Context: an optimization exercise on an open-source flow, tuned for small area, a short achievable clock period and few clock cycles per item. The choices shown serve that exercise and are no tape-out recipe.
Function was checked by simulation only, so behaviour that the tests miss may differ from the original.
Power and IR drop assume default switching activity.

==> flow/design.v <==
package lpst_pkg;
    localparam int KEY_W   = 14;
    localparam int SLOT_W  = 5;
    localparam int IN_W    = 16;
    localparam int OUT_W   = 8;
    localparam logic [1:0] CMD_FIND   = 2'd0;
    localparam logic [1:0] CMD_ADD    = 2'd1;
    localparam logic [1:0] CMD_REMOVE = 2'd2;
    localparam logic [1:0] CMD_CLEAR  = 2'd3;
    localparam logic [1:0] ST_DONE      = 2'd0;
    localparam logic [1:0] ST_NOT_FOUND = 2'd1;
    localparam logic [1:0] ST_DUPLICATE = 2'd2;
    localparam logic [1:0] ST_POOL_FULL = 2'd3;
endpackage
module linked_piece_set_table (
    input  logic        clk,
    input  logic        rst_n,
    input  logic        s_tvalid,
    output logic        s_tready,
    input  logic [15:0] s_tdata,
    output logic        m_tvalid,
    input  logic        m_tready,
    output logic [7:0]  m_tdata
);
    localparam int N = 32;
    logic [13:0]  key_q [N];
    logic [N-1:0] valid_q;
    logic [N-1:0] valid_d;
    logic         i_valid;
    logic [1:0]   i_cmd;
    logic [N-1:0] i_match;
    logic [2:0]   qv;           
    logic [6:0]   qd [3];
    logic         rdy_q;
    logic         accept;
    logic         pop;
    assign accept   = s_tvalid && rdy_q;
    assign pop      = qv[0] && m_tready;
    assign s_tready = rdy_q;
    always_ff @(posedge clk or negedge rst_n)
    begin
        if (!rst_n)
            i_valid <= 1'b0;
        else
            i_valid <= accept;
    end
    always_ff @(posedge clk)
    begin
        i_cmd <= s_tdata[1:0];
        for (int i = 0; i < N; i++)
            i_match[i] <= (key_q[i] == s_tdata[15:2]);
    end
    logic [N-1:0] hit;
    logic [N-1:0] lowfree;
    logic         any_hit;
    logic         full;
    logic [4:0]   hit_idx;
    logic [4:0]   free_idx;
    assign hit     = valid_q & i_match;
    assign any_hit = |hit;
    assign full    = &valid_q;
    assign lowfree[0] = !valid_q[0];
    for (genvar g = 1; g < N; g++)
    begin : g_lowfree
        assign lowfree[g] = !valid_q[g] && (&valid_q[g-1:0]);
    end
    always_comb
    begin
        hit_idx  = '0;
        free_idx = '0;
        for (int i = 0; i < N; i++)
        begin
            hit_idx  = hit_idx  | ({5{hit[i]}} & 5'(i));
            free_idx = free_idx | ({5{lowfree[i]}} & 5'(i));
        end
    end
    logic is_find, is_add, is_rem, is_clr;
    assign is_find = (i_cmd == 2'd0);
    assign is_add  = (i_cmd == 2'd1);
    assign is_rem  = (i_cmd == 2'd2);
    assign is_clr  = (i_cmd == 2'd3);
    logic [1:0] r_status;
    logic [4:0] r_slot;
    logic [6:0] r_data;
    always_comb
    begin
        r_status[1] = is_add && (any_hit || full);
        r_status[0] = ((is_find || is_rem) && !any_hit) || (is_add && !any_hit && full);
        if (is_add)
            r_slot = (any_hit || full) ? 5'd0 : free_idx;
        else if (is_clr)
            r_slot = 5'd0;
        else
            r_slot = hit_idx;
        r_data = {r_slot, r_status};
    end
    always_comb
    begin
        valid_d = valid_q;
        if (i_valid)
        begin
            if (is_clr)
                valid_d = '0;
            else if (is_rem)
                valid_d = valid_q & ~hit;
            else if (is_add && !any_hit)
                valid_d = valid_q | lowfree;
        end
    end
    always_ff @(posedge clk or negedge rst_n)
    begin
        if (!rst_n)
            valid_q <= '0;
        else
            valid_q <= valid_d;
    end
    always_ff @(posedge clk)
    begin
        for (int i = 0; i < N; i++)
            if (!valid_d[i])
                key_q[i] <= s_tdata[15:2];
    end
    logic [2:0] qv_d;
    always_comb
    begin
        if (pop)
            qv_d = {1'b0, qv[2:1]};
        else
            qv_d = qv;
        if (i_valid)
            qv_d = {qv_d[1:0], 1'b1};
    end
    always_ff @(posedge clk or negedge rst_n)
    begin
        if (!rst_n)
        begin
            qv    <= '0;
            rdy_q <= 1'b0;
        end
        else
        begin
            qv    <= qv_d;
            rdy_q <= !(qv_d[2] || (qv_d[1] && accept));
        end
    end
    always_ff @(posedge clk)
    begin
        if (pop)
        begin
            qd[0] <= qv[1] ? qd[1] : r_data;
            qd[1] <= qv[2] ? qd[2] : r_data;
            qd[2] <= r_data;
        end
        else
        begin
            if (!qv[0]) qd[0] <= r_data;
            if (!qv[1]) qd[1] <= r_data;
            if (!qv[2]) qd[2] <= r_data;
        end
    end
    assign m_tvalid = qv[0];
    assign m_tdata  = {1'b0, qd[0]};
endmodule
clock: 6.5 ns
lec_check: 0
cap_margin: 20
core_margin: 2
core_utilization: 40
cts_cluster_diameter: 100
cts_cluster_size: 30
setup_slack_margin: 4.1
slew_margin: 20
tns_end_percent: 10
run.sh (not shown) runs the stock make flow with config.mk's settings and CLKGATE_MAP_FILE= SYNTH_SCRIPT=/design/flow/synth_recipe.tcl, a recipe that flattens the netlist after the stock synthesis.
Testbench counts at the start, summed over its fixed seeds: cycles 24,016, items 24,000.
Next try:
- ABC_CLOCK_PERIOD_IN_PS: not set -> 2500
- CTS_CLUSTER_DIAMETER: 100 -> not set
- CTS_CLUSTER_SIZE: 30 -> not set
- SETUP_SLACK_MARGIN: 4.1 -> 4.0
- TNS_END_PERCENT: 10 -> not set
Result: The changed run finished clean. Via count rises by 4.1%. Maximum frequency goes up by 1.0%. Routed wire length is higher by 5.7%. Final area came out higher by 5.3%. Worst setup slack improved by 26 ps. Non-clock buffer count climbs by 2. Total power goes up by 21%. Clock-buffer cell count came out higher by 40.
Next try:
- ABC_CLOCK_PERIOD_IN_PS: 2500 -> not set
- CORE_UTILIZATION: 40 -> 50
- CTS_CLUSTER_DIAMETER: not set -> 100
- CTS_CLUSTER_SIZE: not set -> 30
- PLACE_DENSITY: not set -> 0.75
- SETUP_SLACK_MARGIN: 4.0 -> 4.1
- TNS_END_PERCENT: not set -> 10
The new run completed without violations.
Die area fell by 20%.
Critical path depth does not change.
Routed wire length fell by 11%.
Area after synthesis stays the same.
Final area fell by 5.9%.
Synthesized cell count is unchanged.
Global-route usage rose by 2.5 points.
Count of clock-buffer cells in the layout fell by 38.
Power fell by about 18%.
Next try:
- CORE_UTILIZATION: 50 -> 40
- PLACE_DENSITY: 0.75 -> not set
- SETUP_SLACK_MARGIN: 4.1 -> 4.0
- TNS_END_PERCENT: 10 -> not set
=> First-iteration DRC count came out lower by about 17%. Die area came out higher by 25%. Worst setup slack degrades by 110 ps. Hold slack is about the same. Utilization falls by 10 points. Total power went up by about 1.4%. Via count goes down by about 0.6%. Cell area climbs by 1.7%. Non-clock buffer count falls by 13. Fmax goes down by 4.4%.

[static timing again, ports no longer ideal]
No port has a modelled driver above. Below, the same layouts with a new extraction and two added sets of constraints. Step 1 sets driving cells, clkbuf_16 on the clock port and buf_2 on the other inputs (assumed; they add their load-dependent delay and slew). Step 2 times the ports against the registers' clock, not the clock port: input delays grow and output delays shrink by t, the midpoint of the rising clock arrivals with the driver on. Three values: no drivers, after step 1, after step 2; two values: the first two.
run | t (ns) | setup slack, ns | worst setup path at the end | worst slew at a driven data input, ns
the first run | 0.631 | 3.967 / 3.946 / 3.488 | input to register | 0.05
the second run | 0.669 | 3.993 / 3.987 / 3.475 | input to register | 0.05
the third run | 0.616 | 4.011 / 3.961 / 3.531 | input to register | 0.05
the fourth run | 0.644 | 3.896 / 3.896 / 3.478 | input to register | 0.05
After both steps every run listed still meets setup and hold. For the second run, which loses most, drivers alone change the setup slack by -0.006 ns; drivers and shift together by -0.518 ns.
